From an optimization exercise on the open Yosys and OpenROAD flow, aimed at a short achievable clock period and few clock cycles; shortcuts taken in it are not production practice. Only simulation tests tie the RTL to the original design; equivalence was not proved. No driver is modelled on the clock port, so clocking that relies on it looks cheaper here than on a real chip. Power figures rest on the tool's default switching activity, not on a simulated workload.

==> run A: inputs <==
## cpuCore
module cpuCore (
    input  logic                       clock,
    input  logic                       rst,
    input  logic [cpuPkg::DATA_W-1:0]  imemData,
    input  logic [cpuPkg::DATA_W-1:0]  dmemRdData,
    output logic [cpuPkg::PC_W-1:0]    imemAddr,
    output cpuPkg::storeReq_t          dmemReq,
    output cpuPkg::regWrite_t          regWrite
);
clock: 14.0 ns
lec_check: 0
cap_margin: 40
core_margin: 2
core_utilization: 30
place_density: 0.45
slew_margin: 60
standard.sh (not shown) runs the stock make flow with config.mk's settings and CLKGATE_MAP_FILE= SYNTH_SCRIPT=/design/flow/synth_recipe.tcl, a recipe that flattens the netlist after the stock synthesis.
==> flow/flow/run.sh <==
#!/bin/bash
# Layout flow: the standard ORFS flow (standard.sh), run whole, with two changes:
#  - buffer_ports uses sky130_fd_sc_hd__buf_4 for the port buffers instead of its default
#    pick (a slow delay-buffer cell); every port still gets its buffer.
#  - the half- and full-adder cells (ha, fa) are added to the platform's don't-use list, so
#    synthesis leaves adders and 2-input XOR/AND pairs to abc as plain gates instead of
#    extracting them into those slow, fixed cells. Registers, their names and cell types are
#    those of the standard synthesis (same script, same flip-flop mapping).
#  - the delay cells (dlygate*, dlymetal*, clkdlybuf*) and the weakest _0 gates are also
#    don't-use, so that repair_design, with the tighter slew and cap margins of config.mk,
#    fixes slow nets with real buffers and stronger gates instead of delay cells.
# The full output of the run goes to flow_standard.log in the work folder.
set -euo pipefail
DONT_USE="sky130_fd_sc_hd__probe_p_8 sky130_fd_sc_hd__probec_p_8 sky130_fd_sc_hd__lpflow_bleeder_1 sky130_fd_sc_hd__lpflow_clkbufkapwr_1 sky130_fd_sc_hd__lpflow_clkbufkapwr_16 sky130_fd_sc_hd__lpflow_clkbufkapwr_2 sky130_fd_sc_hd__lpflow_clkbufkapwr_4 sky130_fd_sc_hd__lpflow_clkbufkapwr_8 sky130_fd_sc_hd__lpflow_clkinvkapwr_1 sky130_fd_sc_hd__lpflow_clkinvkapwr_16 sky130_fd_sc_hd__lpflow_clkinvkapwr_2 sky130_fd_sc_hd__lpflow_clkinvkapwr_4 sky130_fd_sc_hd__lpflow_clkinvkapwr_8 sky130_fd_sc_hd__lpflow_decapkapwr_12 sky130_fd_sc_hd__lpflow_decapkapwr_3 sky130_fd_sc_hd__lpflow_decapkapwr_4 sky130_fd_sc_hd__lpflow_decapkapwr_6 sky130_fd_sc_hd__lpflow_decapkapwr_8 sky130_fd_sc_hd__lpflow_inputiso0n_1 sky130_fd_sc_hd__lpflow_inputiso0p_1 sky130_fd_sc_hd__lpflow_inputiso1n_1 sky130_fd_sc_hd__lpflow_inputiso1p_1 sky130_fd_sc_hd__lpflow_inputisolatch_1 sky130_fd_sc_hd__lpflow_isobufsrc_1 sky130_fd_sc_hd__lpflow_isobufsrc_16 sky130_fd_sc_hd__lpflow_isobufsrc_2 sky130_fd_sc_hd__lpflow_isobufsrc_4 sky130_fd_sc_hd__lpflow_isobufsrc_8 sky130_fd_sc_hd__lpflow_isobufsrckapwr_16 sky130_fd_sc_hd__lpflow_lsbuf_lh_hl_isowell_tap_1 sky130_fd_sc_hd__lpflow_lsbuf_lh_hl_isowell_tap_2 sky130_fd_sc_hd__lpflow_lsbuf_lh_hl_isowell_tap_4 sky130_fd_sc_hd__lpflow_lsbuf_lh_isowell_4 sky130_fd_sc_hd__lpflow_lsbuf_lh_isowell_tap_1 sky130_fd_sc_hd__lpflow_lsbuf_lh_isowell_tap_2 sky130_fd_sc_hd__lpflow_lsbuf_lh_isowell_tap_4 sky130_fd_sc_hd__ha_1 sky130_fd_sc_hd__ha_2 sky130_fd_sc_hd__ha_4 sky130_fd_sc_hd__fa_1 sky130_fd_sc_hd__fa_2 sky130_fd_sc_hd__fa_4 sky130_fd_sc_hd__clkdlybuf4s15_1 sky130_fd_sc_hd__clkdlybuf4s15_2 sky130_fd_sc_hd__clkdlybuf4s18_1 sky130_fd_sc_hd__clkdlybuf4s18_2 sky130_fd_sc_hd__clkdlybuf4s25_1 sky130_fd_sc_hd__clkdlybuf4s25_2 sky130_fd_sc_hd__clkdlybuf4s50_1 sky130_fd_sc_hd__clkdlybuf4s50_2 sky130_fd_sc_hd__dlygate4sd1_1 sky130_fd_sc_hd__dlygate4sd2_1 sky130_fd_sc_hd__dlygate4sd3_1 sky130_fd_sc_hd__dlymetal6s2s_1 sky130_fd_sc_hd__dlymetal6s4s_1 sky130_fd_sc_hd__dlymetal6s6s_1  sky130_fd_sc_hd__a2111oi_0 sky130_fd_sc_hd__a21boi_0 sky130_fd_sc_hd__and2_0 sky130_fd_sc_hd__einvn_0 sky130_fd_sc_hd__o21ai_0 sky130_fd_sc_hd__o311ai_0 sky130_fd_sc_hd__or2_0"
bash standard.sh \
    BUFFER_PORTS_ARGS="-buffer_cell sky130_fd_sc_hd__buf_4" \
    DONT_USE_CELLS="$DONT_USE" \
    finish > flow_standard.log 2>&1
==> inputs of run P, as changes to run A <==
--- a/flow/flow/run.sh
+++ b/flow/flow/run.sh
@@ -11,2 +11,4 @@
 #    fixes slow nets with real buffers and stronger gates instead of delay cells.
+#  - before CTS, flow/upsize_out_regs.tcl gives the registers that drive the output ports
+#    the strongest flip-flop drive (dfxtp_4) and legalizes the placement.
 # The full output of the run goes to flow_standard.log in the work folder.
@@ -17,2 +19,3 @@
     DONT_USE_CELLS="$DONT_USE" \
+    PRE_CTS_TCL="$PWD/flow/upsize_out_regs.tcl" \
     finish > flow_standard.log 2>&1
==> flow/flow/upsize_out_regs.tcl (new file) <==
# Before CTS: the registers that drive the output ports (through the port buffers) are
# given a stronger drive (sky130_fd_sc_hd__dfxtp_4; same function, same register), since
# each drives a long wire to its port buffer at the die edge. Placement is then legalized.
set upsized 0
set strong [[ord::get_db] findMaster sky130_fd_sc_hd__dfxtp_4]
foreach bterm [[ord::get_db_block] getBTerms] {
  if {[$bterm getIoType] ne "OUTPUT"} { continue }
  set net [$bterm getNet]
  if {$net eq "NULL"} { continue }
  foreach it [$net getITerms] {
    if {![$it isOutputSignal]} { continue }
    foreach bit [[$it getInst] getITerms] {
      if {![$bit isInputSignal]} { continue }
      set n2 [$bit getNet]
      if {$n2 eq "NULL"} { continue }
      foreach dit [$n2 getITerms] {
        if {![$dit isOutputSignal]} { continue }
        set inst [$dit getInst]
        set m [[$inst getMaster] getName]
        if {$m eq "sky130_fd_sc_hd__dfxtp_1" || $m eq "sky130_fd_sc_hd__dfxtp_2"} {
          $inst swapMaster $strong
          incr upsized
        }
      }
    }
  }
}
puts "upsize_out_regs: $upsized output registers set to sky130_fd_sc_hd__dfxtp_4"
detailed_placement
==> run notes <==
metric	run A	run P
Outcome	finished clean	finished clean
Number of vias in the routed layout	77800	78300
Slew at the pin closest to its max-slew limit	724 ps	692 ps
Number of non-filler instances in the completed layout	12800	12800
Ratio of total power to cell area	114 nW/µm²	114 nW/µm²
Fmax	0.224 GHz	0.227 GHz
Multi-input combinational area share	42.8%	42.6%
Met2 global-route usage	41.4%	41.3%
Metal1 wirelength	183000 µm	182000 µm
Depth of the critical timing path with buffers and inverters included	1	11
Global-route wire length before repair	596000 µm	597000 µm
Final Net Count	8975	8977
Worst path buffer plus inverter count	1	0
Core utilization of the finished layout	36.0%	36.2%
Internal cell power	8680 µW	8730 µW
Final setup skew	72.3 ps	87.6 ps
Max transition margin	51.7%	52.5%
Critical path start-end classification	flip-flop to primary output	flip-flop to flip-flop
Minimum setup slack among reg-to-reg paths	9560 ps	9600 ps
Worst Hold Margin	325 ps	324 ps
Vias/cell	6.08	6.10
Testbench counts of run A, summed over its fixed seeds: cycles 167,388.
Testbench counts of run P, summed over its fixed seeds: cycles 167,388.

==> build 32: inputs <==
cpuCore again, from the RTL that the note above started with.
## cpuCore
module cpuCore (
    input  logic                       clock,
    input  logic                       rst,
    input  logic [cpuPkg::DATA_W-1:0]  imemData,
    input  logic [cpuPkg::DATA_W-1:0]  dmemRdData,
    output logic [cpuPkg::PC_W-1:0]    imemAddr,
    output cpuPkg::storeReq_t          dmemReq,
    output cpuPkg::regWrite_t          regWrite
);
clock: 14.0 ns
lec_check: 0
cap_margin: 20
core_margin: 2
core_utilization: 45
place_density: 0.6
slew_margin: 20
==> flow/flow/run.sh <==
#!/bin/bash
# Layout flow: the standard ORFS flow (standard.sh), run whole, with two changes:
#  - buffer_ports uses sky130_fd_sc_hd__buf_4 for the port buffers instead of its default
#    pick (a slow delay-buffer cell); every port still gets its buffer.
#  - the half- and full-adder cells (ha, fa) are added to the platform's don't-use list, so
#    synthesis leaves adders and 2-input XOR/AND pairs to abc as plain gates instead of
#    extracting them into those slow, fixed cells. Registers, their names and cell types are
#    those of the standard synthesis (same script, same flip-flop mapping).
# The full output of the run goes to flow_standard.log in the work folder.
set -euo pipefail
DONT_USE="sky130_fd_sc_hd__probe_p_8 sky130_fd_sc_hd__probec_p_8 sky130_fd_sc_hd__lpflow_bleeder_1 sky130_fd_sc_hd__lpflow_clkbufkapwr_1 sky130_fd_sc_hd__lpflow_clkbufkapwr_16 sky130_fd_sc_hd__lpflow_clkbufkapwr_2 sky130_fd_sc_hd__lpflow_clkbufkapwr_4 sky130_fd_sc_hd__lpflow_clkbufkapwr_8 sky130_fd_sc_hd__lpflow_clkinvkapwr_1 sky130_fd_sc_hd__lpflow_clkinvkapwr_16 sky130_fd_sc_hd__lpflow_clkinvkapwr_2 sky130_fd_sc_hd__lpflow_clkinvkapwr_4 sky130_fd_sc_hd__lpflow_clkinvkapwr_8 sky130_fd_sc_hd__lpflow_decapkapwr_12 sky130_fd_sc_hd__lpflow_decapkapwr_3 sky130_fd_sc_hd__lpflow_decapkapwr_4 sky130_fd_sc_hd__lpflow_decapkapwr_6 sky130_fd_sc_hd__lpflow_decapkapwr_8 sky130_fd_sc_hd__lpflow_inputiso0n_1 sky130_fd_sc_hd__lpflow_inputiso0p_1 sky130_fd_sc_hd__lpflow_inputiso1n_1 sky130_fd_sc_hd__lpflow_inputiso1p_1 sky130_fd_sc_hd__lpflow_inputisolatch_1 sky130_fd_sc_hd__lpflow_isobufsrc_1 sky130_fd_sc_hd__lpflow_isobufsrc_16 sky130_fd_sc_hd__lpflow_isobufsrc_2 sky130_fd_sc_hd__lpflow_isobufsrc_4 sky130_fd_sc_hd__lpflow_isobufsrc_8 sky130_fd_sc_hd__lpflow_isobufsrckapwr_16 sky130_fd_sc_hd__lpflow_lsbuf_lh_hl_isowell_tap_1 sky130_fd_sc_hd__lpflow_lsbuf_lh_hl_isowell_tap_2 sky130_fd_sc_hd__lpflow_lsbuf_lh_hl_isowell_tap_4 sky130_fd_sc_hd__lpflow_lsbuf_lh_isowell_4 sky130_fd_sc_hd__lpflow_lsbuf_lh_isowell_tap_1 sky130_fd_sc_hd__lpflow_lsbuf_lh_isowell_tap_2 sky130_fd_sc_hd__lpflow_lsbuf_lh_isowell_tap_4 sky130_fd_sc_hd__ha_1 sky130_fd_sc_hd__ha_2 sky130_fd_sc_hd__ha_4 sky130_fd_sc_hd__fa_1 sky130_fd_sc_hd__fa_2 sky130_fd_sc_hd__fa_4"
bash standard.sh \
    BUFFER_PORTS_ARGS="-buffer_cell sky130_fd_sc_hd__buf_4" \
    DONT_USE_CELLS="$DONT_USE" \
    finish > flow_standard.log 2>&1
==> inputs of trial 75, as changes to build 32 <==
Settings changed: CORE_UTILIZATION 45 to 30, PLACE_DENSITY 0.6 to 0.45.
==> inputs of build 78, as changes to build 32 <==
==> flow/flow/run.sh (replaced) <==
#!/bin/bash
# Layout flow: the standard ORFS flow (standard.sh), run whole, with two changes:
#  - buffer_ports uses sky130_fd_sc_hd__buf_4 for the port buffers instead of its default
#    pick (a slow delay-buffer cell); every port still gets its buffer.
#  - the half- and full-adder cells (ha, fa) are added to the platform's don't-use list, so
#    synthesis leaves adders and 2-input XOR/AND pairs to abc as plain gates instead of
#    extracting them into those slow, fixed cells. Registers, their names and cell types are
#    those of the standard synthesis (same script, same flip-flop mapping).
#  - the delay cells (dlygate*, dlymetal*, clkdlybuf*) and the weakest _0 gates are also
#    don't-use, so that repair_design, with the tighter slew and cap margins of config.mk,
#    fixes slow nets with real buffers and stronger gates instead of delay cells.
#  - before CTS, flow/upsize_out_regs.tcl gives the registers that drive the output ports
#    the strongest flip-flop drive (dfxtp_4) and legalizes the placement.
# The full output of the run goes to flow_standard.log in the work folder.
set -euo pipefail
DONT_USE="sky130_fd_sc_hd__probe_p_8 sky130_fd_sc_hd__probec_p_8 sky130_fd_sc_hd__lpflow_bleeder_1 sky130_fd_sc_hd__lpflow_clkbufkapwr_1 sky130_fd_sc_hd__lpflow_clkbufkapwr_16 sky130_fd_sc_hd__lpflow_clkbufkapwr_2 sky130_fd_sc_hd__lpflow_clkbufkapwr_4 sky130_fd_sc_hd__lpflow_clkbufkapwr_8 sky130_fd_sc_hd__lpflow_clkinvkapwr_1 sky130_fd_sc_hd__lpflow_clkinvkapwr_16 sky130_fd_sc_hd__lpflow_clkinvkapwr_2 sky130_fd_sc_hd__lpflow_clkinvkapwr_4 sky130_fd_sc_hd__lpflow_clkinvkapwr_8 sky130_fd_sc_hd__lpflow_decapkapwr_12 sky130_fd_sc_hd__lpflow_decapkapwr_3 sky130_fd_sc_hd__lpflow_decapkapwr_4 sky130_fd_sc_hd__lpflow_decapkapwr_6 sky130_fd_sc_hd__lpflow_decapkapwr_8 sky130_fd_sc_hd__lpflow_inputiso0n_1 sky130_fd_sc_hd__lpflow_inputiso0p_1 sky130_fd_sc_hd__lpflow_inputiso1n_1 sky130_fd_sc_hd__lpflow_inputiso1p_1 sky130_fd_sc_hd__lpflow_inputisolatch_1 sky130_fd_sc_hd__lpflow_isobufsrc_1 sky130_fd_sc_hd__lpflow_isobufsrc_16 sky130_fd_sc_hd__lpflow_isobufsrc_2 sky130_fd_sc_hd__lpflow_isobufsrc_4 sky130_fd_sc_hd__lpflow_isobufsrc_8 sky130_fd_sc_hd__lpflow_isobufsrckapwr_16 sky130_fd_sc_hd__lpflow_lsbuf_lh_hl_isowell_tap_1 sky130_fd_sc_hd__lpflow_lsbuf_lh_hl_isowell_tap_2 sky130_fd_sc_hd__lpflow_lsbuf_lh_hl_isowell_tap_4 sky130_fd_sc_hd__lpflow_lsbuf_lh_isowell_4 sky130_fd_sc_hd__lpflow_lsbuf_lh_isowell_tap_1 sky130_fd_sc_hd__lpflow_lsbuf_lh_isowell_tap_2 sky130_fd_sc_hd__lpflow_lsbuf_lh_isowell_tap_4 sky130_fd_sc_hd__ha_1 sky130_fd_sc_hd__ha_2 sky130_fd_sc_hd__ha_4 sky130_fd_sc_hd__fa_1 sky130_fd_sc_hd__fa_2 sky130_fd_sc_hd__fa_4 sky130_fd_sc_hd__clkdlybuf4s15_1 sky130_fd_sc_hd__clkdlybuf4s15_2 sky130_fd_sc_hd__clkdlybuf4s18_1 sky130_fd_sc_hd__clkdlybuf4s18_2 sky130_fd_sc_hd__clkdlybuf4s25_1 sky130_fd_sc_hd__clkdlybuf4s25_2 sky130_fd_sc_hd__clkdlybuf4s50_1 sky130_fd_sc_hd__clkdlybuf4s50_2 sky130_fd_sc_hd__dlygate4sd1_1 sky130_fd_sc_hd__dlygate4sd2_1 sky130_fd_sc_hd__dlygate4sd3_1 sky130_fd_sc_hd__dlymetal6s2s_1 sky130_fd_sc_hd__dlymetal6s4s_1 sky130_fd_sc_hd__dlymetal6s6s_1  sky130_fd_sc_hd__a2111oi_0 sky130_fd_sc_hd__a21boi_0 sky130_fd_sc_hd__and2_0 sky130_fd_sc_hd__einvn_0 sky130_fd_sc_hd__o21ai_0 sky130_fd_sc_hd__o311ai_0 sky130_fd_sc_hd__or2_0"
bash standard.sh \
    BUFFER_PORTS_ARGS="-buffer_cell sky130_fd_sc_hd__buf_4" \
    DONT_USE_CELLS="$DONT_USE" \
    PRE_CTS_TCL="$PWD/flow/upsize_out_regs.tcl" \
    finish > flow_standard.log 2>&1
==> flow/flow/upsize_out_regs.tcl (new file) <==
# Before CTS: the registers that drive the output ports (through the port buffers) are
# given a stronger drive (sky130_fd_sc_hd__dfxtp_4; same function, same register), since
# each drives a long wire to its port buffer at the die edge. Placement is then legalized.
set upsized 0
set strong [[ord::get_db] findMaster sky130_fd_sc_hd__dfxtp_4]
foreach bterm [[ord::get_db_block] getBTerms] {
  if {[$bterm getIoType] ne "OUTPUT"} { continue }
  set net [$bterm getNet]
  if {$net eq "NULL"} { continue }
  foreach it [$net getITerms] {
    if {![$it isOutputSignal]} { continue }
    foreach bit [[$it getInst] getITerms] {
      if {![$bit isInputSignal]} { continue }
      set n2 [$bit getNet]
      if {$n2 eq "NULL"} { continue }
      foreach dit [$n2 getITerms] {
        if {![$dit isOutputSignal]} { continue }
        set inst [$dit getInst]
        set m [[$inst getMaster] getName]
        if {$m eq "sky130_fd_sc_hd__dfxtp_1" || $m eq "sky130_fd_sc_hd__dfxtp_2"} {
          $inst swapMaster $strong
          incr upsized
        }
      }
    }
  }
}
puts "upsize_out_regs: $upsized output registers set to sky130_fd_sc_hd__dfxtp_4"
detailed_placement
Settings changed: CAP_MARGIN 20 to 40, SLEW_MARGIN 20 to 60.
==> run notes <==
Nets: build 78 8903; trial 75 8748; build 32 8726
Complex-gate fraction of the synthesized area: build 78 16.41%; trial 75 16.39%; build 32 16.39%
Status: build 78 timing/DRC/antenna clean; trial 75 timing/DRC/antenna clean; build 32 timing/DRC/antenna clean
Critical path fanouts, max: build 78 8; trial 75 17; build 32 15
Layout Skew: build 78 0.05150 ns; trial 75 0.08046 ns; build 32 0.05689 ns
Multiplexer area fraction after synthesis: build 78 15.80%; trial 75 15.79%; build 32 15.79%
Multi-input combinational cell count: build 78 6182; trial 75 6184; build 32 6184
Fraction of area in multi-input gates: build 78 43.66%; trial 75 43.93%; build 32 44.74%
Area Overhead vs Synth: build 78 16.38%; trial 75 13.98%; build 32 11.71%
Post-synthesis cell type count: build 78 93; trial 75 96; build 32 96
Number of clock buffer instances in the layout: build 78 280; trial 75 299; build 32 257
Maximum resistive drop on vdd: build 78 105.1 uV; trial 75 99.75 uV; build 32 101.8 uV
Met2 capacity usage during global routing: build 78 54.24%; trial 75 40.36%; build 32 52.38%
CP max stage cell: build 78 dfxtp_1; trial 75 a21oi_1; build 32 o21ai_0
Leakage: build 78 35.20 nW; trial 75 33.80 nW; build 32 33.63 nW
Number of buffers on the longest clock path: build 78 -; trial 75 4; build 32 3
Met3 WL post-DR: build 78 57870 um; trial 75 49690 um; build 32 59140 um
Fraction of layout instances using a drive strength above 1: build 78 15.12%; trial 75 11.13%; build 32 11.01%
Testbench counts of build 32, summed over its fixed seeds: cycles 167,388.
Testbench counts of trial 75, summed over its fixed seeds: cycles 167,388.
Testbench counts of build 78, summed over its fixed seeds: cycles 167,388.

[afterwards: timing with drivers on the ports]
No port has a modelled driver above. Below, the same layouts with a new extraction and two added sets of constraints.
Step 1 sets driving cells, clkbuf_16 on the clock port and buf_2 on the other inputs (assumed; they add their load-dependent delay and slew).
Step 2, shift: input delay + t, output delay - t, t = (earliest + latest rising clock arrival at the registers) / 2. This alone moves slack from input paths to output paths.
Three values: ideal ports, drivers, drivers and shift; two values: the first two.
| run | t, ns | setup WS [ns] | slew at the worst register clock pin (ns) |
|---|---|---|---|
| run A | 0.944 | 9.542 / 9.446 / 8.836 | 0.07 / 0.07 |
| run P | 0.953 | 9.598 / 9.586 / 8.847 | 0.07 / 0.07 |
| build 32 | 0.949 | 9.189 / 9.189 / 8.571 | 0.07 / 0.07 |
| trial 75 | 0.960 | 8.902 / 8.902 / 8.616 | 0.07 / 0.07 |
| build 78 | 0.947 | 9.421 / 9.421 / 8.832 | 0.07 / 0.07 |
After both steps every run listed still meets setup and hold. For run P, which loses most, drivers alone change the setup slack by -0.012 ns; drivers and shift together by -0.751 ns.
